Source: an optimization exercise on an open RTL-to-GDS flow (aim: small area and few clock cycles per item). Production flows keep margins and buffers that such runs may drop. In this exercise RTL edits were held to simulation tests only and were not proved equivalent to the original.

File: flow/run.sh
#!/bin/bash
# synth_recipe.tcl (not shown) runs the flow's synth.tcl, then flattens the netlist and writes it again
# the make line also repeats each setting of config.mk as NAME=value (left out here)
make -C /OpenROAD-flow-scripts/flow DESIGN_CONFIG=/design/flow/config.mk WORK_HOME=/design/flow/orfs CLKGATE_MAP_FILE= SYNTH_SCRIPT=/design/flow/synth_recipe.tcl finish
File: flow/config.mk
export PLATFORM = sky130hd
export DESIGN_NAME = feedback_paced_drop_tail_queue_top
export DESIGN_NICKNAME = feedback_paced_drop_tail_queue_top
export VERILOG_FILES = /design/flow/design.v
export SDC_FILE = /design/flow/constraint.sdc
export NUM_CORES = 4
export LEC_CHECK = 0
export CAP_MARGIN = 20
export CORE_MARGIN = 2
export CORE_UTILIZATION = 40
export SLEW_MARGIN = 20
File: flow/constraint.sdc
create_clock -name core_clock -period 7.2 [get_ports {clk}]
set_input_delay 1.4400 -clock core_clock [delete_from_list [all_inputs] [get_ports {clk}]]
set_output_delay 1.4400 -clock core_clock [all_outputs]
set_load 0.01 [all_outputs]
File: flow/design.v
package fpq_pkg;
	localparam int unsigned TAG_W       = 16;
	localparam int unsigned DUR_W       = 20;
	localparam int unsigned TIME_W      = 32;
	localparam int unsigned DELAY_W     = 25;
	localparam int unsigned LEN_W       = 7;
	localparam int unsigned SCALE_OUT_W = 8;
	localparam logic [1:0] ACT_ARRIVAL     = 2'd0;
	localparam logic [1:0] ACT_FEEDBACK    = 2'd1;
	localparam logic [1:0] ACT_SERVICE_END = 2'd2;
	localparam logic [1:0] ACT_IGNORED     = 2'd3;
	localparam logic [1:0] REG_QUEUE_LIMIT = 2'd0;
	localparam logic [1:0] REG_BACKOFF     = 2'd1;
	localparam logic [1:0] REG_RAISE       = 2'd2;
	localparam logic [LEN_W-1:0]  QUEUE_LIMIT_RST = 7'd64;
	localparam logic [TIME_W-1:0] BACKOFF_RST     = 32'd200000;
	localparam logic [TIME_W-1:0] RAISE_RST       = 32'd100000;
endpackage
module fpq_mul (
	input  logic [19:0] dur,
	input  logic [7:0]  scale,
	output logic [29:0] y
);
	logic [9:0] t;
	assign t = 10'd30 + 10'(scale) + 10'({scale, 1'b0});
	assign y = 30'(dur) * 30'(t);
endmodule
module fpq_delay (
	input  logic [29:0] y,
	output logic [24:0] delay
);
	logic [31:0] sum;
	assign sum = {y, 2'b00} + 32'(y >> 2) + 32'(y >> 6) + 32'(y >> 10) +
		32'(y >> 14) + 32'(y >> 18) + 32'(y >> 22) + 32'(y >> 26) + 32'd10;
	assign delay = sum[31:7];
endmodule
module feedback_paced_drop_tail_queue_top #(
	parameter int unsigned QUEUE_DEPTH = 64,
	parameter int unsigned SCALE_MAX   = 255
) (
	input  logic        clk,
	input  logic        arst_n,
	input  logic        psel,
	input  logic        penable,
	input  logic        pwrite,
	input  logic [3:0]  paddr,
	input  logic [31:0] pwdata,
	output logic [31:0] prdata,
	output logic        pready,
	input  logic        item_valid,
	output logic        item_stall,
	input  logic [1:0]  action,
	input  logic [31:0] now_time,
	input  logic [15:0] packet_tag,
	input  logic [19:0] packet_duration,
	input  logic        queue_full_flag,
	input  logic        receiver_full_flag,
	output logic        result_valid,
	input  logic        result_stall,
	output logic        sent_valid,
	output logic [15:0] sent_tag,
	output logic [24:0] service_delay,
	output logic        start_service_now,
	output logic        dropped,
	output logic [6:0]  queue_length,
	output logic [7:0]  scale_tenths
);
	localparam int unsigned TAG_W  = fpq_pkg::TAG_W;
	localparam int unsigned DUR_W  = fpq_pkg::DUR_W;
	localparam int unsigned TIME_W = fpq_pkg::TIME_W;
	localparam int unsigned LEN_W  = fpq_pkg::LEN_W;
	localparam int unsigned ENT_W  = TAG_W + DUR_W;
	logic [LEN_W-1:0]  limit_q;
	logic [TIME_W-1:0] backoff_q;
	logic [TIME_W-1:0] raise_q;
	logic              cfg_wr;
	logic [QUEUE_DEPTH-1:0][ENT_W-1:0] mem_q;
	logic [5:0]        last_pop_q;
	logic [6:0]        count_q;
	logic              busy_q;
	logic [7:0]        scale_q;
	logic [TIME_W-1:0] last_q;
	logic              valid0_q;
	logic              sent0_q;
	logic              start0_q;
	logic              dropped0_q;
	logic              result_valid_q;
	logic              sent_q;
	logic              start_q;
	logic              dropped_q;
	logic [6:0]        qlen_q;
	logic [7:0]        scale_out_q;
	logic [TAG_W-1:0]  tag_q;
	logic [29:0]       y_q;
	logic              adv;
	logic              acc;
	logic [TIME_W-1:0] elapsed;
	logic              dec;
	logic              raise_hit;
	logic              inc;
	logic              pop;
	logic              go_idle;
	logic              drop;
	logic              push;
	logic              start;
	logic [5:0]        tail;
	logic [ENT_W-1:0]  rd;
	assign pready = 1'b1;
	assign cfg_wr = psel && penable && pwrite;
	always_ff @(posedge clk or negedge arst_n) begin
		if (!arst_n) begin
			limit_q   <= fpq_pkg::QUEUE_LIMIT_RST;
			backoff_q <= fpq_pkg::BACKOFF_RST;
			raise_q   <= fpq_pkg::RAISE_RST;
		end else if (cfg_wr) begin
			case (paddr[3:2])
				fpq_pkg::REG_QUEUE_LIMIT: limit_q   <= pwdata[LEN_W-1:0];
				fpq_pkg::REG_BACKOFF:     backoff_q <= pwdata;
				fpq_pkg::REG_RAISE:       raise_q   <= pwdata;
				default: ;
			endcase
		end
	end
	always_comb begin
		case (paddr[3:2])
			fpq_pkg::REG_QUEUE_LIMIT: prdata = 32'(limit_q);
			fpq_pkg::REG_BACKOFF:     prdata = backoff_q;
			fpq_pkg::REG_RAISE:       prdata = raise_q;
			default:                  prdata = 32'd0;
		endcase
	end
	assign adv        = !result_valid_q || !result_stall;
	assign item_stall = !adv;
	assign acc        = item_valid && adv;
	always_comb begin
		elapsed   = now_time - last_q;
		dec       = (action != fpq_pkg::ACT_IGNORED) && (elapsed >= backoff_q) &&
			(scale_q > 8'd1);
		raise_hit = (action == fpq_pkg::ACT_FEEDBACK) &&
			(queue_full_flag || receiver_full_flag) && (elapsed >= raise_q);
		inc       = raise_hit && (dec || scale_q != 8'd255);
		pop       = (action == fpq_pkg::ACT_SERVICE_END) && (count_q != 7'd0);
		go_idle   = (action == fpq_pkg::ACT_SERVICE_END) && (count_q == 7'd0);
		drop      = (action == fpq_pkg::ACT_ARRIVAL) &&
			((count_q >= limit_q) || count_q[6]);
		push      = (action == fpq_pkg::ACT_ARRIVAL) && !drop;
		start     = push && !busy_q;
		tail      = last_pop_q + 6'd1 + count_q[5:0];
	end
	always_ff @(posedge clk or negedge arst_n) begin
		if (!arst_n) begin
			last_pop_q <= '0;
			count_q    <= '0;
			busy_q     <= 1'b0;
			scale_q    <= '0;
			last_q     <= '0;
		end else if (acc) begin
			if (push) begin
				count_q <= count_q + 7'd1;
			end else if (pop) begin
				count_q <= count_q - 7'd1;
			end
			if (inc && !dec) begin
				scale_q <= scale_q + 8'd1;
			end else if (dec && !inc) begin
				scale_q <= scale_q - 8'd1;
			end
			if (raise_hit) begin
				last_q <= now_time;
			end
			if (pop) begin
				last_pop_q <= last_pop_q + 6'd1;
			end
			if (pop || start) begin
				busy_q <= 1'b1;
			end else if (go_idle) begin
				busy_q <= 1'b0;
			end
		end
	end
	always_ff @(posedge clk) begin
		for (int i = 0; i < QUEUE_DEPTH; i++) begin
			if (acc && push && tail == 6'(i)) begin
				mem_q[i] <= {packet_tag, packet_duration};
			end
		end
	end
	always_ff @(posedge clk or negedge arst_n) begin
		if (!arst_n) begin
			valid0_q   <= 1'b0;
			sent0_q    <= 1'b0;
			start0_q   <= 1'b0;
			dropped0_q <= 1'b0;
		end else if (adv) begin
			valid0_q   <= acc;
			sent0_q    <= acc && pop;
			start0_q   <= start;
			dropped0_q <= drop;
		end
	end
	always_comb begin
		rd = '0;
		for (int i = 0; i < QUEUE_DEPTH; i++) begin
			rd = rd | (mem_q[i] & {ENT_W{sent0_q && last_pop_q == 6'(i)}});
		end
	end
	logic [29:0] y;
	fpq_mul u_mul (
		.dur   (rd[DUR_W-1:0]),
		.scale (scale_q),
		.y     (y)
	);
	always_ff @(posedge clk or negedge arst_n) begin
		if (!arst_n) begin
			result_valid_q <= 1'b0;
		end else if (adv) begin
			result_valid_q <= valid0_q;
		end
	end
	always_ff @(posedge clk) begin
		if (adv) begin
			sent_q      <= sent0_q;
			start_q     <= start0_q;
			dropped_q   <= dropped0_q;
			qlen_q      <= count_q;
			scale_out_q <= scale_q;
			tag_q       <= rd[ENT_W-1:DUR_W];
			y_q         <= y;
		end
	end
	logic [24:0] delay;
	fpq_delay u_delay (
		.y     (y_q),
		.delay (delay)
	);
	assign result_valid      = result_valid_q;
	assign sent_valid        = sent_q;
	assign sent_tag          = tag_q;
	assign service_delay     = delay;
	assign start_service_now = start_q;
	assign dropped           = dropped_q;
	assign queue_length      = qlen_q;
	assign scale_tenths      = scale_out_q;
endmodule
==> impl_metrics.yaml <==
outcome:
  run_status: "complete, but fails checks"
  so_faults: "setup timing"
final_layout:
  nets: 8056
  fin_cells: 11100
  regArea_mm2: 0.0744
  drive_gt1_share_pct: 22.5
  fillCellCount: 21400
  multi_input_area_mm2: 0.0289
  utilization_pct: 49.4
  area_growth_pct: 23.0
logic_synthesis:
  ys_seq_area_share_pct: 71.5
  ys_seq_elements: 2498
  yosysWarningCount: 1
  syn_area_mm2: 0.104
  async_reset_ff_share_pct: 5.20
  synth_cells: 6390
  avgSynthCellArea_um2: 16.3
  ys.flop_type: "edfxtp_1"
  synth_edf_count: 2368
  synthDistinctLibCells: 76
  synth_nets: 6991
power_and_ir_drop:
  combPwrFrac_pct: 41.7
  max-vdd-ir-drop_v: 0.00222
  p_int_mw: 34.0
  p_seq_share_pct: 32.3
  sw_frac_of_total_pct: 34.5
  power_frac_clock_pct: 26.0
  p_sw_mw: 17.9
  power_density_mw_per_mm2: 406
  p_total_mw: 51.9
  leakage_nw: 45.3
cts:
  postCtsHoldBufs: 0
  clk_path_buf_depth: 4
  cts_buffers: 274
  clock_sinks: 2498
  cts_tree: "built"
  cts_root_buf: "clkbuf_16"
  clkLatencyLatePin_ns: 0.96
  cts_max_level: 5
  path_clk_slew_ns: 0.06
critical_path:
  worstSetupStartpointType: "register"
  cp_max_fo: 11
  worst_path_most_repeated_cell: "fa_1"
  worst_ep_arrival_time_ns: 8.54
  worstPathRequired_ns: 7.88
  worstSetupPathType: "reg2reg"
  rrSetupSlack_ns: -0.66
  cp-end-kind: "register"
  cpPeakStageDelay_ns: 0.61
  crit_slowest_cell: "or4_4"
sta:
  setup_violations: 24
  drv_slew: 0
  min_period_over_period_pct: 109
  slew_headroom_pct: 14.1
  hold_viol_final: 0
  whs_ns: 0.450
  fmax_mhz: 127
  worst_slack_ns: -0.657
  fin_crit_ns: 7.86
  worst_slew_pin_slew_ns: 1.29
  rsz0062_at_grt: "yes"
  skew_ns: 0.0834
placement:
  portBuffers: 205
  gp_congestion: 0.915
  place_inst: 10500
  hpwl_um: 255000
route:
  wirelength_um: 425000
  drt-initial-drc-count: 13300
  wl_per_cell_um: 38.5
  firstDrtPassIters: 6
  vias_per_cell: 6.51
  vias: 72000
  antenna_left: 0
  drc: 0
floorplan:
  coreArea_mm2: 0.259
  die_w_um: 514
  rows: 187
  die_y_um: 514
  dieArea_mm2: 0.264
  io_pins: 209
  start_util_pct: 40.1
global_route:
  grt_max_degree: 75
  grt_usage_pct: 31.6
  grt.overflow.total: 0
  grt_antenna_before_repair: 22
  grt_pass1_wl_um: 570000
  grt_pass1_vias: 67800
run:
  cap_violations: 0
hold_path:
  min_path_type: "reg2reg"
[cell usage after synthesis, types with 10 or more instances]
library cell     n  area (um2)
xnor2_1         73         639
nand4_1        184        1150
a211oi_1        10        75.1
o21a_1          15         113
nor2b_1         22         138
o31ai_1         38         285
o211ai_1        38         285
or4_1           24         180
nor4_4          10         213
nand2b_1        55         344
a221oi_1       451        3950
edfxtp_1      2368       71100
ha_1           275        3440
xor2_1          42         368
buf_2           56         280
nor3_1          22         110
nor2_1         259         972
clkbuf_1       174         653
inv_1          412        1550
buf_1           42         158
or2_2           83         519
dfstp_2         13         342
fa_1           211        4220
mux2_2          14         158
a22o_1         475        4160
a21oi_1        115         576
dfrtp_1        117        2930
nor3_2          14         140
a22oi_1        253        1900
nand3_1         46         230
o21bai_1        15         113
mux2i_1         10         100
o21ai_0        127         636
or2_1           16         100
nand2_1        162         608
a21o_1          48         360
[sequential cells by signal (all words and copies together), names as in the netlist, 8 cells and up]
signal       cells
mem_q         2304
backoff_q       32
last_q          32
raise_q         32
y_q             30
tag_q           16
scale_out_q      8
scale_q          8
[placed cells by master, fill, tap and decap left out, types with 80 or more instances in the layout]
master           instances
nor2_1                 136
a22o_1                 473
buf_12                 139
nand4_1                184
a22oi_1                240
ha_1                   258
edfxtp_1              2368
inv_1                  399
dfrtp_1                112
clkdlybuf4s50_1        146
a21oi_1                 90
o21ai_0                116
fa_1                   204
clkbuf_16              284
or2_2                   80
a221oi_1               424
nand2_1                158
buf_4                  676
nor2_4                 120
[worst paths after layout]
| check | from | end | depth (start not counted) |
|---|---|---|---|
| max | last_pop_q[1] | y_q[29] | 33 |
| min | dropped0_q | dropped_q | 0 |
| max reg2reg | last_pop_q[1] | y_q[29] | 33 |
| min reg2reg | dropped0_q | dropped_q | 0 |
| max in group asynchronous | arst_n | last_pop_q[3] | 2 |
| min in group asynchronous | arst_n | raise_q[13] | 1 |
[per-stage QoR]
step | area [um2] | worst slack, ns | setup TNS (ns)
2_1_floorplan | 104000 | 0.0118 | 0
3_5_place_dp | 117000 | -1.24 | -17.05
6_report | 128000 | -0.657 | -8.90
5_1_grt | 128000 | -0.914 | -13.01
4_1_cts | 127000 | -0.559 | -6.00
3_3_place_gp | 117000 | -1.36 | -18.86
[worst max-delay path: cells and delay by family (launching register included)]
kind            cells  cell delay [ns]
fa+ha+maj           7             2.82
compound gates      5             0.99
flops               1             0.46
xor+xnor            1             0.08
simple gates       10             2.00
buf+inv            10             1.26
[metal layers]
metal	vias to the layer above	global-route usage (%)	part of all wire (%)
met3	1478	9.53	15
li1	27700	-	-
met4	22	17.2	6.8
met1	36600	40.5	35
met5	-	0	0.041
met2	6244	48.0	44
[cell type report]
type                       instances  area share (%)
antenna                           22          0.0431
tap                             3402            3.33
multi-input combinational       3201            22.6
inverter                         413            1.21
clock inverter                   111           0.777
timing repair buffer            1067            8.10
clock buffer                     349            5.73
sequential                      2498            58.2
[timing repair]
| item | in CTS | in global routing |
|---|---|---|
| resized for setup | 211 | 121 |
| setup endpoints to repair | 43 | 38 |
| buffers inserted | 80 | 28 |
| pin swaps | 99 | 83 |
[power by group through the flow]
stage	clock, mW	sequential (mW)	combinational, mW
after floorplan	0	17.0	10.9
after global placement	0	17.0	18.9
after detailed placement	0	17.1	19.2
after CTS	13.5	16.7	20.5
after global routing	14.0	16.8	23.8
final	13.5	16.7	21.7
[kinds of logic (layout without fill, tap and decap cells)]
kind of cell	count (synthesis)	count (layout)	share of synthesized area [%]
AND/OR/NAND/NOR	945	945	4.90
XOR/XNOR	115	115	0.969
other	1	23	0.00361
AO/OA/AOI/OAI	1630	1630	12.4
adder cells (fa/ha/maj)	486	486	7.37
flip-flops	2498	2498	71.5
multiplexers	24	24	0.248
buffers and inverters	691	1940	2.59
Testbench counts, summed over its fixed seeds: cycles 24,016, items 24,000.

-- afterwards: timing with drivers on the ports --
No port has a modelled driver above. Below, the same layout with a new extraction and two added sets of constraints.
Step 1 sets driving cells, clkbuf_16 on the clock port and buf_2 on the other inputs (assumed; they add their load-dependent delay and slew).
Step 2 times the ports against the registers' clock, not the clock port: input delays grow and output delays shrink by t, the midpoint of the rising clock arrivals with the driver on.
a / b / c = ideal ports / drivers / drivers and shift; a / b = the first two.
t (ns): 1.026
setup WS [ns]: -0.657 / -0.657 / -0.657
worst setup path after step 2: register to register
The setup slack of this run moves by 0.000 ns with the drivers and by 0.000 ns with both steps.
